What follows belongs to an exercise in optimizing a design on an open flow for small area; a production flow would make more cautious choices. Only simulation tests tie the RTL to the original design; equivalence was not proved.

==> 06-07: inputs <==
Design db_top, start of the top module:
module db_top (
    input  logic                         clk,
    input  logic                         rst_n,
    input  logic                         lcu_start_i,
    input  logic [db_pkg::LCU_X_W-1:0]   lcu_x_i,
    input  logic [db_pkg::SAO_W-1:0]     lcu_sao_i,
    input  logic                         seg_valid_i,
    input  logic                         seg_ver_i,
    input  logic                         seg_lcu_edge_i,
    input  logic                         intra_i,
    input  logic                         tu_edge_i,
    input  logic                         pu_edge_i,
    input  logic                         cbf_p_i,
    input  logic                         cbf_q_i,
    input  logic [2*db_pkg::MV_W-1:0]    mv_p_i,
    input  logic [2*db_pkg::MV_W-1:0]    mv_q_i,
    input  logic [db_pkg::QP_W-1:0]      qp_i,
    input  logic [db_pkg::PIX4_W-1:0]    pix_p_i,
    input  logic [db_pkg::PIX4_W-1:0]    pix_q_i,
    output logic                         out_valid_o,
    output logic [db_pkg::BS_W-1:0]      out_bs_o,
    output logic [db_pkg::PIX4_W-1:0]    out_p_o,
    output logic [db_pkg::PIX4_W-1:0]    out_q_o
);
clock: 12.0 ns
lec_check: 0
cap_margin: 20
core_margin: 2
core_utilization: 40
slew_margin: 20
run.sh (not shown) runs the stock make flow with config.mk's settings and CLKGATE_MAP_FILE= SYNTH_SCRIPT=/design/flow/synth_recipe.tcl, a recipe that flattens the netlist after the stock synthesis.
==> inputs of 10-09, as changes to 06-07 <==
--- a/flow/design.v
+++ b/flow/design.v
@@ -89,13 +89,13 @@
             bs_o = 2'd2;
         else if ((tu_edge_i && (cbf_p_i || cbf_q_i)) || (pu_edge_i && !(small_x_w && small_y_w)))
             bs_o = 2'd1;
         else
             bs_o = 2'd0;
         idx_w = intra_w ? ((qp_i >= 6'd62) ? 6'd63 : qp_i + 6'd2) : qp_i;
-        tc_o  = (bs_o == 2'd0) ? 5'd0 : tc_lookup(idx_w);
+        tc_o  = tc_lookup(idx_w);
         t_o   = tc10m1_lookup(idx_w);
     end
 endmodule
 `timescale 1ns/1ps
 import db_pkg::*;
 module db_sao_select (
@@ -122,13 +122,13 @@
     logic band_w;
     assign band_w = (lcu_sao_i[18:17] == SAO_BAND);
     assign enc_w[SAOE_W-1] = band_w;
     assign enc_w[0]        = band_w ? lcu_sao_i[16] : (lcu_sao_i[18:17] == SAO_EDGE);
     for (genvar k = 0; k < 4; k++) begin : g_enc
         assign enc_w[4*k+4:4*k+1] = band_w ? {lcu_sao_i[12+k], lcu_sao_i[3*k+2:3*k]}
-                                           : lcu_sao_i[4*k+4:4*k+1];
+                                           : (lcu_sao_i[4*k+4:4*k+1] ^ {4{k >= 2}});
     end
     always_ff @(posedge clk or negedge rst_n) begin
         if (!rst_n)
             start_r <= 1'b0;
         else
             start_r <= lcu_start_i;
@@ -173,12 +173,13 @@
     assign sao_p_o = seg_lcu_edge_i ? row_r[rd_x_w] : cur_r;
     assign sao_q_o = cur_r;
 endmodule
 `timescale 1ns/1ps
 import db_pkg::*;
 module db_luma_filter (
+    input  logic                       bs_nz_i,      
     input  logic [db_pkg::TC_W-1:0]    tc_i,
     input  logic [7:0]                 t_i,          
     input  logic [db_pkg::PIX_W-1:0]   p0_i,
     input  logic [db_pkg::PIX_W-1:0]   p1_i,
     input  logic [db_pkg::PIX_W-1:0]   q0_i,
     input  logic [db_pkg::PIX_W-1:0]   q1_i,
@@ -190,21 +191,21 @@
     logic               neg_w;
     logic [7:0]         x_w;
     logic               on_w, in_w;
     logic [5:0]         dclip_w;
     logic [9:0]         p0s_w, q0s_w;
     always_comb begin
-        sum_w   = 13'sd9 * ($signed({5'b0, q0_i}) - $signed({5'b0, p0_i}))
-                - 13'sd3 * ($signed({5'b0, q1_i}) - $signed({5'b0, p1_i}))
+        sum_w   = $signed({5'b0, q0_i, 3'b0}) + $signed({5'b0, q0_i}) + $signed({4'b0, p1_i, 1'b0}) + $signed({5'b0, p1_i})
+                - $signed({5'b0, p0_i, 3'b0}) - $signed({5'b0, p0_i}) - $signed({4'b0, q1_i, 1'b0}) - $signed({5'b0, q1_i})
                 + 13'sd8;
         delta_w = sum_w[12:4];
         neg_w   = delta_w[8];
         x_w     = delta_w[7:0] ^ {8{neg_w}};
         on_w    = {x_w, neg_w} < {t_i, 1'b1};            
         in_w    = {x_w, neg_w} < {3'b000, tc_i, 1'b1};   
-        if (!on_w)
+        if (!on_w || !bs_nz_i)
             dclip_w = 6'd0;
         else if (in_w)
             dclip_w = delta_w[5:0];
         else if (neg_w)
             dclip_w = 6'd0 - {1'b0, tc_i};
         else
@@ -222,65 +223,87 @@
     input  logic [db_pkg::SAOE_W-1:0]   sao_p_i,
     input  logic [db_pkg::SAOE_W-1:0]   sao_q_i,
     output logic [8*db_pkg::PIX_W-1:0]  row_o
 );
     logic [6:0] lt_w, gt_w;              
     for (genvar j = 0; j < 7; j++) begin : g_cmp
-        assign lt_w[j] = row_i[PIX_W*j +: PIX_W] < row_i[PIX_W*(j+1) +: PIX_W];
-        assign gt_w[j] = row_i[PIX_W*(j+1) +: PIX_W] < row_i[PIX_W*j +: PIX_W];
+        logic [7:0] a, b;
+        logic [8:0] l, e;
+        assign a = row_i[PIX_W*j +: PIX_W];
+        assign b = row_i[PIX_W*(j+1) +: PIX_W];
+        always_comb begin
+            l[8] = 1'b0;
+            e[8] = 1'b1;
+            for (int n = 7; n >= 0; n--) begin
+                l[n] = l[n+1] | (e[n+1] & ~a[n] & b[n]);
+                e[n] = e[n+1] & ~(a[n] ^ b[n]);
+            end
+        end
+        assign lt_w[j] = l[0];
+        assign gt_w[j] = ~l[0] & ~e[0];
     end
+    logic [4:0] nbp_p, nbp_q;
+    assign nbp_p = ~{sao_p_i[0], sao_p_i[16], sao_p_i[12], sao_p_i[8], sao_p_i[4]};
+    assign nbp_q = ~{sao_q_i[0], sao_q_i[16], sao_q_i[12], sao_q_i[8], sao_q_i[4]};
     for (genvar i = 0; i < 8; i++) begin : g_pix
         logic [SAOE_W-1:0] w;
         logic [7:0]        c;
-        logic [4:0]        bp, k;
-        logic              band, edge_on;
+        logic [4:0]        nbp, k;
+        logic              band, apply;
         logic              la, lb, ga, gb;   
+        logic              neg, cat_on;
         logic [1:0]        sel;
-        logic              neg, apply;
         logic [3:0]        slot;
         logic [4:0]        b5;
-        logic [9:0]        sum;
-        logic [7:0]        res;
+        logic [8:0]        cy;
+        logic [7:0]        s8, b8, res;
         assign w    = (i < 4) ? sao_p_i : sao_q_i;
         assign c    = row_i[PIX_W*i +: PIX_W];
         assign band = w[SAOE_W-1];
-        assign bp   = {w[0], w[16], w[12], w[8], w[4]};
-        assign k    = c[7:3] - bp;       
+        assign nbp  = (i < 4) ? nbp_p : nbp_q;
+        always_comb begin
+            logic [5:0] kc;
+            kc[0] = 1'b1;
+            for (int n = 0; n < 5; n++) begin
+                k[n]    = c[3+n] ^ nbp[n] ^ kc[n];
+                kc[n+1] = (c[3+n] & nbp[n]) | (kc[n] & (c[3+n] ^ nbp[n]));
+            end
+        end
         if (i == 0 || i == 7) begin : g_end
             assign la = 1'b0;
             assign lb = 1'b0;
             assign ga = 1'b0;
             assign gb = 1'b0;
         end else begin : g_mid
             assign la = gt_w[i-1];
             assign ga = lt_w[i-1];
             assign lb = lt_w[i];
             assign gb = gt_w[i];
         end
         always_comb begin
-            neg     = (ga && !lb) || (gb && !la);
-            edge_on = !band && w[0] && (la || lb || ga || gb) && !(la && gb) && !(ga && lb);
-            sel[1]  = band ? k[1] : neg;
-            sel[0]  = band ? k[0] : ((ga && gb) || ((la ^ lb) && !ga && !gb));
-            apply   = band ? (k[4:2] == 3'd0) : edge_on;
+            neg    = (ga && !lb) || (gb && !la);
+            cat_on = (la || lb || ga || gb) && !(la && gb) && !(ga && lb);
+            sel[1] = band ? k[1] : neg;
+            sel[0] = band ? k[0] : ((ga && gb) || ((la ^ lb) && !ga && !gb));
+            apply  = band ? (k[4:2] == 3'd0) : (w[0] && cat_on);
             case (sel)
                 2'd0: slot = w[4:1];
                 2'd1: slot = w[8:5];
                 2'd2: slot = w[12:9];
                 default: slot = w[16:13];
             endcase
+            b5 = {band ? slot[2] : neg, band ? slot[2] : slot[3], slot[2:0]};
             if (!apply)
                 b5 = 5'd0;
-            else if (band)
-                b5 = {{2{slot[2]}}, slot[2:0]};
-            else if (neg)
-                b5 = ~{1'b0, slot};
-            else
-                b5 = {1'b0, slot};
-            sum = {2'b00, c} + {{5{b5[4]}}, b5} + {9'd0, apply && !band && neg};
-            res = sum[9] ? 8'h00 : (sum[8] ? 8'hff : sum[7:0]);
+            cy[0] = apply && !band && neg;
+            b8    = {{3{b5[4]}}, b5};
+            for (int n = 0; n < 8; n++) begin
+                s8[n]   = c[n] ^ b8[n] ^ cy[n];
+                cy[n+1] = (c[n] & b8[n]) | (cy[n] & (c[n] ^ b8[n]));
+            end
+            res = (cy[8] ^ b5[4]) ? {8{~b5[4]}} : s8;
         end
         assign row_o[PIX_W*i +: PIX_W] = res;
     end
 endmodule
 `timescale 1ns/1ps
 import db_pkg::*;
@@ -344,12 +367,13 @@
         .qp_i        (qp_i),
         .bs_o        (bs_w),
         .tc_o        (tc_w),
         .t_o         (t_w)
     );
     db_luma_filter u_flt (
+        .bs_nz_i (bs_w != 2'd0),
         .tc_i   (tc_w),
         .t_i    (t_w),
         .p0_i   (pix_p_i[PIX_W-1:0]),
         .p1_i   (pix_p_i[2*PIX_W-1:PIX_W]),
         .q0_i   (pix_q_i[PIX_W-1:0]),
         .q1_i   (pix_q_i[2*PIX_W-1:PIX_W]),
==> flow/flow/run.sh (new file) <==
#!/bin/bash
set -euo pipefail
bash standard.sh \
    BUFFER_PORTS_ARGS="-buffer_cell sky130_fd_sc_hd__buf_1" \
    RECOVER_POWER=100 \
    finish > make.log 2>&1
==> flow/standard.sh (new file) <==
#!/bin/bash
# synth_recipe.tcl (not shown) runs the flow's synth.tcl, then flattens the netlist and writes it again
# the make line also repeats each setting of config.mk as NAME=value (left out here)
make -C /OpenROAD-flow-scripts/flow DESIGN_CONFIG=/design/flow/config.mk WORK_HOME=/design/flow/orfs CLKGATE_MAP_FILE= SYNTH_SCRIPT=/design/flow/synth_recipe.tcl "${@:-finish}"
Settings changed: CTS_BUF_LIST set to sky130_fd_sc_hd__clkbuf_8, CTS_CLUSTER_DIAMETER set to 60, CTS_CLUSTER_SIZE set to 16.
removed: flow/run.sh
==> inputs of 11-13, as changes to 06-07 <==
--- a/flow/design.v
+++ b/flow/design.v
@@ -70,32 +70,41 @@
             6'd51: tc10m1_lookup = 8'd199;
             6'd52: tc10m1_lookup = 8'd219;
             6'd53, 6'd54, 6'd55, 6'd56, 6'd57, 6'd58, 6'd59, 6'd60, 6'd61, 6'd62, 6'd63: tc10m1_lookup = 8'd239;
             default: tc10m1_lookup = 8'd0;
         endcase
     endfunction
-    logic signed [MV_W:0] dx_w, dy_w;    
+    logic [MV_W:0] dx_w, dy_w;    
     logic                 small_x_w, small_y_w;
     logic                 intra_w;
     logic [QP_W-1:0]      idx_w;
-    assign dx_w = $signed({mv_p_i[MV_W-1], mv_p_i[MV_W-1:0]})
-                - $signed({mv_q_i[MV_W-1], mv_q_i[MV_W-1:0]});
-    assign dy_w = $signed({mv_p_i[2*MV_W-1], mv_p_i[2*MV_W-1:MV_W]})
-                - $signed({mv_q_i[2*MV_W-1], mv_q_i[2*MV_W-1:MV_W]});
+    function automatic logic [MV_W:0] sub_mv(input logic [MV_W-1:0] a, input logic [MV_W-1:0] b);
+        logic [MV_W:0] ae, be;
+        logic          cy;
+        ae = {a[MV_W-1], a};
+        be = ~{b[MV_W-1], b};
+        cy = 1'b1;
+        for (int n = 0; n <= MV_W; n++) begin
+            sub_mv[n] = ae[n] ^ be[n] ^ cy;
+            cy        = (ae[n] & be[n]) | (cy & (ae[n] ^ be[n]));
+        end
+    endfunction
+    assign dx_w = sub_mv(mv_p_i[MV_W-1:0], mv_q_i[MV_W-1:0]);
+    assign dy_w = sub_mv(mv_p_i[2*MV_W-1:MV_W], mv_q_i[2*MV_W-1:MV_W]);
     assign small_x_w = (dx_w[MV_W:2] == '0) || ((dx_w[MV_W:2] == '1) && (dx_w[1:0] != 2'b00));
     assign small_y_w = (dy_w[MV_W:2] == '0) || ((dy_w[MV_W:2] == '1) && (dy_w[1:0] != 2'b00));
     assign intra_w = intra_i && (tu_edge_i || pu_edge_i);
     always_comb begin
         if (intra_w)
             bs_o = 2'd2;
         else if ((tu_edge_i && (cbf_p_i || cbf_q_i)) || (pu_edge_i && !(small_x_w && small_y_w)))
             bs_o = 2'd1;
         else
             bs_o = 2'd0;
         idx_w = intra_w ? ((qp_i >= 6'd62) ? 6'd63 : qp_i + 6'd2) : qp_i;
-        tc_o  = (bs_o == 2'd0) ? 5'd0 : tc_lookup(idx_w);
+        tc_o  = tc_lookup(idx_w);
         t_o   = tc10m1_lookup(idx_w);
     end
 endmodule
 `timescale 1ns/1ps
 import db_pkg::*;
 module db_sao_select (
@@ -122,13 +131,13 @@
     logic band_w;
     assign band_w = (lcu_sao_i[18:17] == SAO_BAND);
     assign enc_w[SAOE_W-1] = band_w;
     assign enc_w[0]        = band_w ? lcu_sao_i[16] : (lcu_sao_i[18:17] == SAO_EDGE);
     for (genvar k = 0; k < 4; k++) begin : g_enc
         assign enc_w[4*k+4:4*k+1] = band_w ? {lcu_sao_i[12+k], lcu_sao_i[3*k+2:3*k]}
-                                           : lcu_sao_i[4*k+4:4*k+1];
+                                           : (lcu_sao_i[4*k+4:4*k+1] ^ {4{k >= 2}});
     end
     always_ff @(posedge clk or negedge rst_n) begin
         if (!rst_n)
             start_r <= 1'b0;
         else
             start_r <= lcu_start_i;
@@ -167,18 +176,28 @@
         always_ff @(posedge clk) begin
             if (start_r && (x_cur_r == i))
                 row_r[i][SAOE_W-2:1] <= cur_r[SAOE_W-2:1];
         end
     end
     assign rd_x_w  = seg_ver_i ? x_prev_r : x_cur_r;
-    assign sao_p_o = seg_lcu_edge_i ? row_r[rd_x_w] : cur_r;
+    logic [TOP_N-1:0]  rd_hot_w;
+    logic [SAOE_W-1:0] rd_w;
+    always_comb begin
+        rd_w = '0;
+        for (int n = 0; n < TOP_N; n++) begin
+            rd_hot_w[n] = (rd_x_w == n);
+            rd_w = rd_w | (row_r[n] & {SAOE_W{rd_hot_w[n]}});
+        end
+    end
+    assign sao_p_o = seg_lcu_edge_i ? rd_w : cur_r;
     assign sao_q_o = cur_r;
 endmodule
 `timescale 1ns/1ps
 import db_pkg::*;
 module db_luma_filter (
+    input  logic                       bs_nz_i,      
     input  logic [db_pkg::TC_W-1:0]    tc_i,
     input  logic [7:0]                 t_i,          
     input  logic [db_pkg::PIX_W-1:0]   p0_i,
     input  logic [db_pkg::PIX_W-1:0]   p1_i,
     input  logic [db_pkg::PIX_W-1:0]   q0_i,
     input  logic [db_pkg::PIX_W-1:0]   q1_i,
@@ -190,21 +209,21 @@
     logic               neg_w;
     logic [7:0]         x_w;
     logic               on_w, in_w;
     logic [5:0]         dclip_w;
     logic [9:0]         p0s_w, q0s_w;
     always_comb begin
-        sum_w   = 13'sd9 * ($signed({5'b0, q0_i}) - $signed({5'b0, p0_i}))
-                - 13'sd3 * ($signed({5'b0, q1_i}) - $signed({5'b0, p1_i}))
+        sum_w   = $signed({5'b0, q0_i, 3'b0}) + $signed({5'b0, q0_i}) + $signed({4'b0, p1_i, 1'b0}) + $signed({5'b0, p1_i})
+                - $signed({5'b0, p0_i, 3'b0}) - $signed({5'b0, p0_i}) - $signed({4'b0, q1_i, 1'b0}) - $signed({5'b0, q1_i})
                 + 13'sd8;
         delta_w = sum_w[12:4];
         neg_w   = delta_w[8];
         x_w     = delta_w[7:0] ^ {8{neg_w}};
         on_w    = {x_w, neg_w} < {t_i, 1'b1};            
         in_w    = {x_w, neg_w} < {3'b000, tc_i, 1'b1};   
-        if (!on_w)
+        if (!on_w || !bs_nz_i)
             dclip_w = 6'd0;
         else if (in_w)
             dclip_w = delta_w[5:0];
         else if (neg_w)
             dclip_w = 6'd0 - {1'b0, tc_i};
         else
@@ -222,65 +241,87 @@
     input  logic [db_pkg::SAOE_W-1:0]   sao_p_i,
     input  logic [db_pkg::SAOE_W-1:0]   sao_q_i,
     output logic [8*db_pkg::PIX_W-1:0]  row_o
 );
     logic [6:0] lt_w, gt_w;              
     for (genvar j = 0; j < 7; j++) begin : g_cmp
-        assign lt_w[j] = row_i[PIX_W*j +: PIX_W] < row_i[PIX_W*(j+1) +: PIX_W];
-        assign gt_w[j] = row_i[PIX_W*(j+1) +: PIX_W] < row_i[PIX_W*j +: PIX_W];
+        logic [7:0] a, b;
+        logic [8:0] l, e;
+        assign a = row_i[PIX_W*j +: PIX_W];
+        assign b = row_i[PIX_W*(j+1) +: PIX_W];
+        always_comb begin
+            l[8] = 1'b0;
+            e[8] = 1'b1;
+            for (int n = 7; n >= 0; n--) begin
+                l[n] = l[n+1] | (e[n+1] & ~a[n] & b[n]);
+                e[n] = e[n+1] & ~(a[n] ^ b[n]);
+            end
+        end
+        assign lt_w[j] = l[0];
+        assign gt_w[j] = ~l[0] & ~e[0];
     end
+    logic [4:0] nbp_p, nbp_q;
+    assign nbp_p = ~{sao_p_i[0], sao_p_i[16], sao_p_i[12], sao_p_i[8], sao_p_i[4]};
+    assign nbp_q = ~{sao_q_i[0], sao_q_i[16], sao_q_i[12], sao_q_i[8], sao_q_i[4]};
     for (genvar i = 0; i < 8; i++) begin : g_pix
         logic [SAOE_W-1:0] w;
         logic [7:0]        c;
-        logic [4:0]        bp, k;
-        logic              band, edge_on;
+        logic [4:0]        nbp, k;
+        logic              band, apply;
         logic              la, lb, ga, gb;   
+        logic              neg, cat_on;
         logic [1:0]        sel;
-        logic              neg, apply;
         logic [3:0]        slot;
         logic [4:0]        b5;
-        logic [9:0]        sum;
-        logic [7:0]        res;
+        logic [8:0]        cy;
+        logic [7:0]        s8, b8, res;
         assign w    = (i < 4) ? sao_p_i : sao_q_i;
         assign c    = row_i[PIX_W*i +: PIX_W];
         assign band = w[SAOE_W-1];
-        assign bp   = {w[0], w[16], w[12], w[8], w[4]};
-        assign k    = c[7:3] - bp;       
+        assign nbp  = (i < 4) ? nbp_p : nbp_q;
+        always_comb begin
+            logic [5:0] kc;
+            kc[0] = 1'b1;
+            for (int n = 0; n < 5; n++) begin
+                k[n]    = c[3+n] ^ nbp[n] ^ kc[n];
+                kc[n+1] = (c[3+n] & nbp[n]) | (kc[n] & (c[3+n] ^ nbp[n]));
+            end
+        end
         if (i == 0 || i == 7) begin : g_end
             assign la = 1'b0;
             assign lb = 1'b0;
             assign ga = 1'b0;
             assign gb = 1'b0;
         end else begin : g_mid
             assign la = gt_w[i-1];
             assign ga = lt_w[i-1];
             assign lb = lt_w[i];
             assign gb = gt_w[i];
         end
         always_comb begin
-            neg     = (ga && !lb) || (gb && !la);
-            edge_on = !band && w[0] && (la || lb || ga || gb) && !(la && gb) && !(ga && lb);
-            sel[1]  = band ? k[1] : neg;
-            sel[0]  = band ? k[0] : ((ga && gb) || ((la ^ lb) && !ga && !gb));
-            apply   = band ? (k[4:2] == 3'd0) : edge_on;
+            neg    = (ga && !lb) || (gb && !la);
+            cat_on = (la || lb || ga || gb) && !(la && gb) && !(ga && lb);
+            sel[1] = band ? k[1] : neg;
+            sel[0] = band ? k[0] : ((ga && gb) || ((la ^ lb) && !ga && !gb));
+            apply  = band ? (k[4:2] == 3'd0) : (w[0] && cat_on);
             case (sel)
                 2'd0: slot = w[4:1];
                 2'd1: slot = w[8:5];
                 2'd2: slot = w[12:9];
                 default: slot = w[16:13];
             endcase
+            b5 = {band ? slot[2] : neg, band ? slot[2] : slot[3], slot[2:0]};
             if (!apply)
                 b5 = 5'd0;
-            else if (band)
-                b5 = {{2{slot[2]}}, slot[2:0]};
-            else if (neg)
-                b5 = ~{1'b0, slot};
-            else
-                b5 = {1'b0, slot};
-            sum = {2'b00, c} + {{5{b5[4]}}, b5} + {9'd0, apply && !band && neg};
-            res = sum[9] ? 8'h00 : (sum[8] ? 8'hff : sum[7:0]);
+            cy[0] = apply && !band && neg;
+            b8    = {{3{b5[4]}}, b5};
+            for (int n = 0; n < 8; n++) begin
+                s8[n]   = c[n] ^ b8[n] ^ cy[n];
+                cy[n+1] = (c[n] & b8[n]) | (cy[n] & (c[n] ^ b8[n]));
+            end
+            res = (cy[8] ^ b5[4]) ? {8{~b5[4]}} : s8;
         end
         assign row_o[PIX_W*i +: PIX_W] = res;
     end
 endmodule
 `timescale 1ns/1ps
 import db_pkg::*;
@@ -344,12 +385,13 @@
         .qp_i        (qp_i),
         .bs_o        (bs_w),
         .tc_o        (tc_w),
         .t_o         (t_w)
     );
     db_luma_filter u_flt (
+        .bs_nz_i (bs_w != 2'd0),
         .tc_i   (tc_w),
         .t_i    (t_w),
         .p0_i   (pix_p_i[PIX_W-1:0]),
         .p1_i   (pix_p_i[2*PIX_W-1:PIX_W]),
         .q0_i   (pix_q_i[PIX_W-1:0]),
         .q1_i   (pix_q_i[2*PIX_W-1:PIX_W]),
==> flow/flow/run.sh (new file) <==
#!/bin/bash
set -euo pipefail
bash standard.sh \
    BUFFER_PORTS_ARGS="-buffer_cell sky130_fd_sc_hd__buf_1" \
    finish > make.log 2>&1
==> flow/standard.sh (new file) <==
#!/bin/bash
# synth_recipe.tcl (not shown) runs the flow's synth.tcl, then flattens the netlist and writes it again
# the make line also repeats each setting of config.mk as NAME=value (left out here)
make -C /OpenROAD-flow-scripts/flow DESIGN_CONFIG=/design/flow/config.mk WORK_HOME=/design/flow/orfs CLKGATE_MAP_FILE= SYNTH_SCRIPT=/design/flow/synth_recipe.tcl "${@:-finish}"
Settings changed: CTS_BUF_LIST set to sky130_fd_sc_hd__clkbuf_8, CTS_CLUSTER_DIAMETER set to 60, CTS_CLUSTER_SIZE set to 16.
removed: flow/run.sh
==> summary of the runs <==
11-13 produced a clean layout. 06-07 ran to the end with no violations. 10-09 reached the layout checks and failed them: capacitance limit, slew limit.
Final cell count, highest first: 06-07, 10-09, 11-13.
Synthesized cell count, lowest first: 11-13, 10-09, 06-07.
Sequential share of layout area: 06-07 < 10-09 < 11-13.
In flip-flop and latch count, 10-09 and 11-13 do not differ.
==> figures <==
	10-09	11-13	06-07
Status	failed layout checks	complete, no violations	complete, no violations
Reasons for failing layout checks	capacitance limit, slew limit	-	-
Buffers outside the clock class	244	255	263
Met3 routing resource usage after global routing	3.49%	3.33%	4.04%
Post-synthesis compound-gate area fraction	13.8%	11.9%	16.5%
Worst Path Arrival	11620 ps	11790 ps	11930 ps
Final setup slack of the worst path	883 ps	716 ps	566 ps
Final worst path period need	11120 ps	11280 ps	11430 ps
Register share of the cell area	43.3%	44.2%	37.8%
Post-DP HPWL	58700 um	54000 um	62800 um
Slowest CP cell	fa_1	fa_1	clkdlybuf4s50_1
Number of cell rows	98	97	101

## re-timing with driven ports
No port has a modelled driver above. Below, the same layouts with a new extraction and two added sets of constraints.
Step 1, drivers: a clkbuf_16 drives clk and a buf_2 each remaining input, both assumed.
Step 2 adds t to the input delays and takes it off the output delays; t is the mean of the earliest and latest rising clock arrival at the registers after step 1. Input paths then give back, and output paths get back, about the clock's delay inside the block.
Slacks: no drivers / after step 1 / after step 2; pairs: no drivers / after step 1.
| run | t, ns | slack for setup (ns) | worst setup path after step 2 |
|---|---|---|---|
| 06-07 | 0.672 | 0.566 / 0.589 / -0.083 | input to register |
| 10-09 | 0.727 | 0.883 / 0.913 / 0.186 | input to register |
| 11-13 | 0.720 | 0.716 / 0.750 / 0.030 | input to register |
With both steps, setup timing fails in 06-07, where it was met with ideal ports. For 10-09, which loses most, drivers alone change the setup slack by +0.030 ns; drivers and shift together by -0.697 ns.
